Context: an optimization exercise on an open-source flow, tuned for small area, a short achievable clock period and few clock cycles per item. The choices shown serve that exercise and are no tape-out recipe.
Function was checked by simulation only, so behaviour that the tests miss may differ from the original.
Power is estimated from default activity; no workload was simulated.

## sme_top
module sme_top (
    input  logic              clk,
    input  logic              reset,
    input  sme_pkg::char_t    chardata,
    input  logic              isstring,
    input  logic              ispattern,
    output logic              valid,
    output logic              match,
    output sme_pkg::str_idx_t match_index
);
make LEC_CHECK=0 CAP_MARGIN=20 CORE_MARGIN=2 CORE_UTILIZATION=70 CTS_BUF_LIST='sky130_fd_sc_hd__clkbuf_8 sky130_fd_sc_hd__clkbuf_16' CTS_CLUSTER_DIAMETER=100 CTS_CLUSTER_SIZE=20 SETUP_SLACK_MARGIN=4.35 SLEW_MARGIN=20 finish   # period 7.0 ns
run.sh (not shown) runs the stock make flow with config.mk's settings and CLKGATE_MAP_FILE= SYNTH_SCRIPT=/design/flow/synth_recipe.tcl, a recipe that flattens the netlist after the stock synthesis.
Testbench counts at the start, summed over its fixed seeds: cycles 38,551, jobs 3,200.
Rerun with:
CORE_UTILIZATION = 60   (was 70)
SETUP_SLACK_MARGIN = 4.2   (was 4.35)
After rerunning: Worst hold slack gains 0.010 ns; register-to-register slack loses 0.09 ns; utilization fell by 13 points; wire length fell by 5.6%; clock power hardly moves; final area fell by 3.2%; global-route usage fell by 5.7 points; sequential power stays flat; non-clock buffer count fell by 43; die area rose by 16%; via count fell by 5.6%.

* * *

The RTL this note starts from:
==> flow/design.v <==
package sme_pkg;
    localparam int STR_DEPTH = 32;
    localparam int PAT_DEPTH = 8;
    typedef logic [7:0] char_t;
    typedef logic [4:0] str_idx_t;
    typedef logic [5:0] str_len_t;
    typedef logic [3:0] pat_len_t;
    localparam char_t HEAD_ANCHOR = 8'h5e;
    localparam char_t TAIL_ANCHOR = 8'h24;
    localparam char_t WILDCARD    = 8'h2e;
    localparam char_t SEPARATOR   = 8'h5f;
endpackage
module sme_char_store #(
    parameter int DEPTH = sme_pkg::STR_DEPTH
) (
    input  logic                           clk,
    input  logic [DEPTH-1:0]               wen,
    input  sme_pkg::char_t                 wdata,
    output sme_pkg::char_t [DEPTH-1:0]     contents
);
    always_ff @(posedge clk)
    begin
        for (int i = 0; i < DEPTH; i++)
        begin
            if (wen[i])
            begin
                contents[i] <= wdata;
            end
        end
    end
endmodule
module sme_loader (
    input  sme_pkg::char_t     chardata,
    input  logic               isstring,
    input  logic               ispattern,
    output logic               str_char,
    output logic               pat_char,
    output logic               is_head,
    output logic               is_tail,
    output logic               is_wild
);
    assign str_char = isstring;
    assign pat_char = ispattern && !isstring;
    assign is_head  = (chardata == sme_pkg::HEAD_ANCHOR);
    assign is_tail  = (chardata == sme_pkg::TAIL_ANCHOR);
    assign is_wild  = (chardata == sme_pkg::WILDCARD);
endmodule
module sme_matcher (
    input  logic                                     clk,
    input  logic                                     reset,
    input  logic                                     str_char,
    input  logic                                     pat_char,
    input  logic                                     is_head,
    input  logic                                     is_tail,
    input  logic                                     is_wild,
    input  sme_pkg::char_t                           chardata,
    input  sme_pkg::char_t [sme_pkg::STR_DEPTH-1:0]  str_chars,
    output logic [sme_pkg::STR_DEPTH-1:0]            str_wen,
    output logic                                     valid,
    output logic                                     match,
    output sme_pkg::str_idx_t                        match_index
);
    typedef enum logic [1:0] {
        R_IDLE,
        R_STRING,
        R_PATTERN,
        R_SLOW
    } run_t;
    run_t               run;
    sme_pkg::str_len_t  slen;
    logic [32:0]        tm_r;        
    logic               tail_next;
    logic               pz_next;
    sme_pkg::str_idx_t  idx_r;
    sme_pkg::pat_len_t  plen;
    logic               pz;          
    logic               tail;
    logic               late;
    logic [3:0]         scnt;        
    logic [32:1]        fvec;
    logic [32:0]        in_str;      
    logic [32:0]        at_end;      
    logic [31:0]        sep;
    logic [31:0]        eqv;
    logic [32:1]        headmask;
    logic [32:0]        headok;
    logic [32:0]        tailmask;
    logic [32:0]        f_all;
    logic [32:0]        res_vec;
    logic               in_pat;
    logic               p_empty;
    logic               p_full;
    logic               job_end;
    logic               res_any;
    logic [5:0]         res_pos;
    logic [4:0]         p_neg;
    logic [4:0]         res_idx;
    assign p_empty = pz;
    assign p_full  = (plen == 4'd8);
    always_comb
    begin
        for (int j = 0; j < 32; j++)
        begin
            in_str[j] = (6'(j) < slen);
            sep[j]    = (str_chars[j] == sme_pkg::SEPARATOR);
            eqv[j]    = in_str[j] && (is_wild || (str_chars[j] == chardata));
        end
        in_str[32] = 1'b0;
        at_end[0] = (slen == 6'd0);
        for (int n = 1; n <= 32; n++)
            at_end[n] = in_str[n-1] && !in_str[n];
        for (int n = 1; n <= 32; n++)
            headmask[n] = sep[n-1] && in_str[n];
        headok[0] = 1'b1;
        for (int n = 1; n <= 32; n++)
            headok[n] = sep[n-1];
        tailmask[0] = at_end[0] || (in_str[0] && sep[0]);
        for (int n = 1; n < 32; n++)
            tailmask[n] = (at_end[n] && !pz_next) || (in_str[n] && sep[n]);
        tailmask[32] = at_end[32] && !pz_next;
    end
    assign tail_next = (run == R_SLOW) ? tail : (pat_char && (tail || is_tail));
    assign pz_next   = (run == R_SLOW) ? pz
                       : pat_char ? (pz && (is_head || is_tail))
                       : !(job_end && late);
    always_ff @(posedge clk)
    begin
        if (run == R_SLOW)
        begin
            tm_r <= {tm_r[31:0], 1'b0};
        end
        else if (job_end && late)
            tm_r <= headok;
        else
            tm_r <= tail_next ? tailmask : '1;
    end
    assign f_all   = {fvec, p_empty};
    assign res_vec = f_all & tm_r;
    always_comb
    begin
        logic [15:0] any1;
        logic [15:0] idx1;
        logic [7:0]  any2;
        logic [1:0]  idx2 [8];
        logic [3:0]  any3;
        logic [2:0]  idx3 [4];
        logic [1:0]  any4;
        logic [3:0]  idx4 [2];
        for (int i = 0; i < 16; i++)
        begin
            any1[i] = res_vec[2*i] || res_vec[2*i+1];
            idx1[i] = !res_vec[2*i];
        end
        for (int i = 0; i < 8; i++)
        begin
            any2[i] = any1[2*i] || any1[2*i+1];
            idx2[i] = any1[2*i] ? {1'b0, idx1[2*i]} : {1'b1, idx1[2*i+1]};
        end
        for (int i = 0; i < 4; i++)
        begin
            any3[i] = any2[2*i] || any2[2*i+1];
            idx3[i] = any2[2*i] ? {1'b0, idx2[2*i]} : {1'b1, idx2[2*i+1]};
        end
        for (int i = 0; i < 2; i++)
        begin
            any4[i] = any3[2*i] || any3[2*i+1];
            idx4[i] = any3[2*i] ? {1'b0, idx3[2*i]} : {1'b1, idx3[2*i+1]};
        end
        res_any = any4[0] || any4[1] || res_vec[32];
        if (any4[0])
            res_pos = {2'b00, idx4[0]};
        else if (any4[1])
            res_pos = {2'b01, idx4[1]};
        else
            res_pos = 6'd32;
    end
    assign in_pat  = (run == R_PATTERN);
    assign job_end = in_pat && !str_char && !pat_char;
    always_comb
    begin
        logic [4:0] g;
        logic [4:0] t;
        logic [4:0] c;
        case (plen)
            4'd0:    p_neg = 5'd0;
            4'd1:    p_neg = 5'd31;
            4'd2:    p_neg = 5'd30;
            4'd3:    p_neg = 5'd29;
            4'd4:    p_neg = 5'd28;
            4'd5:    p_neg = 5'd27;
            4'd6:    p_neg = 5'd26;
            4'd7:    p_neg = 5'd25;
            default: p_neg = 5'd24;
        endcase
        g = res_pos[4:0] & p_neg;
        t = res_pos[4:0] | p_neg;
        c[0] = 1'b0;
        c[1] = g[0];
        c[2] = g[1] | (t[1] & g[0]);
        c[3] = g[2] | (t[2] & g[1]) | (t[2] & t[1] & g[0]);
        c[4] = g[3] | (t[3] & g[2]) | (t[3] & t[2] & g[1]) | (t[3] & t[2] & t[1] & g[0]);
        res_idx = res_pos[4:0] ^ p_neg ^ c;
    end
    always_comb
    begin
        logic first;
        logic wr;
        first = (run != R_STRING);
        wr    = str_char && (run != R_SLOW);
        str_wen[0] = wr && first;
        for (int j = 1; j < 32; j++)
            str_wen[j] = wr && !first && (slen == 6'(j));
    end
    always_ff @(posedge clk or posedge reset)
    begin
        if (reset)
        begin
            run   <= R_IDLE;
            slen  <= '0;
            plen  <= '0;
            pz    <= 1'b1;
            tail  <= 1'b0;
            late  <= 1'b0;
            scnt  <= '0;
            valid <= 1'b0;
        end
        else
        begin
            valid <= 1'b0;
            if (run == R_SLOW)
            begin
                if (scnt != 4'd0)
                begin
                    scnt <= scnt - 4'd1;
                end
                else
                begin
                    valid <= 1'b1;
                    late  <= 1'b0;
                    run   <= R_IDLE;
                end
            end
            else if (pat_char)
            begin
                run <= R_PATTERN;
                if (is_head)
                begin
                    if (!p_empty)
                        late <= 1'b1;
                end
                else if (is_tail)
                begin
                    tail <= 1'b1;
                end
                else if (!p_full)
                begin
                    plen <= plen + 4'd1;
                    pz   <= 1'b0;
                end
            end
            else
            begin
                run  <= R_IDLE;
                plen <= '0;
                pz   <= 1'b1;
                tail <= 1'b0;
                late <= 1'b0;
                if (str_char)
                begin
                    run <= R_STRING;
                    if (run != R_STRING)
                        slen <= 6'd1;
                    else if (slen < 6'd32)
                        slen <= slen + 6'd1;
                end
                else if (job_end)
                begin
                    if (late)
                    begin
                        run  <= R_SLOW;
                        scnt <= plen;
                        plen <= plen;
                        pz   <= pz;
                        late <= 1'b1;
                    end
                    else
                    begin
                        valid <= 1'b1;
                    end
                end
            end
        end
    end
    always_ff @(posedge clk)
    begin
        if (run == R_SLOW)
        begin
            fvec <= fvec;
        end
        else if (pat_char)
        begin
            if (is_head)
            begin
                if (p_empty)
                    fvec <= headmask;
            end
            else if (!is_tail && !p_full)
            begin
                fvec <= f_all[31:0] & eqv;
            end
        end
        else if (job_end && late)
        begin
            fvec <= fvec & tm_r[32:1];
        end
        else
        begin
            fvec <= '1;
        end
    end
    always_ff @(posedge clk)
    begin
        match       <= res_any;
        idx_r       <= res_idx;
    end
    assign match_index = match ? idx_r : 5'd0;
endmodule
module sme_top (
    input  logic              clk,
    input  logic              reset,
    input  sme_pkg::char_t    chardata,
    input  logic              isstring,
    input  logic              ispattern,
    output logic              valid,
    output logic              match,
    output sme_pkg::str_idx_t match_index
);
    logic                                    str_char;
    logic                                    pat_char;
    logic                                    is_head;
    logic                                    is_tail;
    logic                                    is_wild;
    logic [sme_pkg::STR_DEPTH-1:0]           str_wen;
    sme_pkg::char_t [sme_pkg::STR_DEPTH-1:0] str_chars;
    sme_loader loader (
        .chardata  (chardata),
        .isstring  (isstring),
        .ispattern (ispattern),
        .str_char  (str_char),
        .pat_char  (pat_char),
        .is_head   (is_head),
        .is_tail   (is_tail),
        .is_wild   (is_wild)
    );
    sme_char_store #(
        .DEPTH (sme_pkg::STR_DEPTH)
    ) string_store (
        .clk      (clk),
        .wen      (str_wen),
        .wdata    (chardata),
        .contents (str_chars)
    );
    sme_matcher matcher (
        .clk         (clk),
        .reset       (reset),
        .str_char    (str_char),
        .pat_char    (pat_char),
        .is_head     (is_head),
        .is_tail     (is_tail),
        .is_wild     (is_wild),
        .chardata    (chardata),
        .str_chars   (str_chars),
        .str_wen     (str_wen),
        .valid       (valid),
        .match       (match),
        .match_index (match_index)
    );
endmodule
export LEC_CHECK = 0
export CAP_MARGIN = 20
export CORE_MARGIN = 2
export CORE_UTILIZATION = 60
export CTS_BUF_LIST = sky130_fd_sc_hd__clkbuf_8 sky130_fd_sc_hd__clkbuf_16
export CTS_CLUSTER_DIAMETER = 100
export CTS_CLUSTER_SIZE = 20
export SETUP_SLACK_MARGIN = 4.7
export SLEW_MARGIN = 20
create_clock -name core_clock -period 7.0 [get_ports {clk}]
Testbench counts at the start, summed over its fixed seeds: cycles 38,551, jobs 3,200.
Then changed:
CORE_UTILIZATION = 70   (was 60)
SETUP_SLACK_MARGIN = 4.4   (was 4.7)
Sequential power stays flat; synthesized cell count stays the same; utilization rises by 5.7 points.
Then changed:
CORE_UTILIZATION = 60   (was 70)
CTS_CLUSTER_DIAMETER = 110   (was 100)
CTS_CLUSTER_SIZE = 25   (was 20)
After rerunning: Worst setup slack improved by 0.0034 ns. Global-route usage goes down by 4.8 points. Hold slack got worse by 0.023 ns. Final cell count goes up by 2.0%. Via count goes down by 4.2%. Sequential share of layout area goes up by 0.63 points. Cell area goes down by 1.3%. Synthesized cell count is unchanged. Fmax hardly moves. Non-clock buffer count goes down by 12. Area after synthesis stays the same.
Then changed:
CTS_CLUSTER_DIAMETER = 100   (was 110)
CTS_CLUSTER_SIZE = 20   (was 25)
SETUP_SLACK_MARGIN = 4.5   (was 4.4)
=> Sequential power barely changes; power climbs by a few percent; sequential share of layout area decreases by 2.2 points; non-clock buffer count increases by 45.
Then changed:
SETUP_SLACK_MARGIN = 4.2   (was 4.5)
What happened: The new run ran to the end with no violations; synthesized cell count does not change; power decreases by 3.0%; core utilization decreases by 4.1 points; clock skew hardly moves; via count decreases by 5.2%; setup slack loses 0.14 ns.
Then changed:
SETUP_SLACK_MARGIN = 4.4   (was 4.2)
Outcome:
- utilization rises by 1.6 points
- power rises slightly
- non-clock buffer count rises by 12
- register-to-register slack is better by 0.09 ns
- final cell count rises slightly
- via count rises slightly
- routed wire length rises by a few percent
- global-route usage barely changes

* * *

Another version of the RTL of sme_top (not shown whole).
For scale: about 18000 um^2 of cells after synthesis.
Settings: LEC_CHECK=0, ABC_CLOCK_PERIOD_IN_PS=3000, CAP_MARGIN=20, CORE_MARGIN=2, CORE_UTILIZATION=40, SETUP_SLACK_MARGIN=4, SLEW_MARGIN=20; clock period 7.0 ns.
The first run ran to the end with no violations.
Testbench counts at the start, summed over its fixed seeds: cycles 41,751, jobs 3,200.
Rerun with:
- ABC_CLOCK_PERIOD_IN_PS: 3000 -> default
- SETUP_SLACK_MARGIN: 4 -> default
=> The changed run went through all stages and came out clean; clock-buffer cell count climbs by 6; power drops by 7.9%; via count drops by 4.3%; routed wire length drops by 4.4%; die area stays the same; utilization drops by 3.1 points; hold slack loses 9.9 ps; register-to-register slack loses 990 ps.

## port drivers added, routing unchanged
Ports are ideal in the flow. The routed layouts listed here were re-timed in OpenROAD.
Step 1 sets driving cells, clkbuf_16 on the clock port and buf_2 on the other inputs (assumed; they add their load-dependent delay and slew).
Step 2, shift: input delay + t, output delay - t, t = (earliest + latest rising clock arrival at the registers) / 2. This alone moves slack from input paths to output paths.
Three values: ideal, step 1, step 2; two values: the first two.
run	t, ns	slack for setup (ns)	slew at the worst register clock pin (ns)
the first run of note 1	0.587	4.252 / 4.200 / 3.709	0.10 / 0.10
the second run of note 1	0.586	4.245 / 4.246 / 3.680	0.10 / 0.10
the first run of note 2	0.595	4.410 / 4.205 / 3.610	0.10 / 0.10
the second run of note 2	0.585	4.342 / 4.342 / 3.767	0.10 / 0.10
the third run of note 2	0.576	4.345 / 4.345 / 3.848	0.12 / 0.12
the fourth run of note 2	0.587	4.360 / 4.311 / 3.739	0.10 / 0.10
the fifth run of note 2	0.591	4.222 / 4.237 / 3.646	0.10 / 0.10
the sixth run of note 2	0.589	4.395 / 4.365 / 3.806	0.10 / 0.10
the first run of note 3	0.603	3.174 / 3.174 / 3.174	0.06 / 0.06
the second run of note 3	0.605	2.184 / 2.184 / 2.184	0.06 / 0.06
After both steps setup and hold are still met in every run listed. The setup slack of the first run of note 2, which loses most, moves by -0.205 ns with the drivers and by -0.800 ns with both steps.
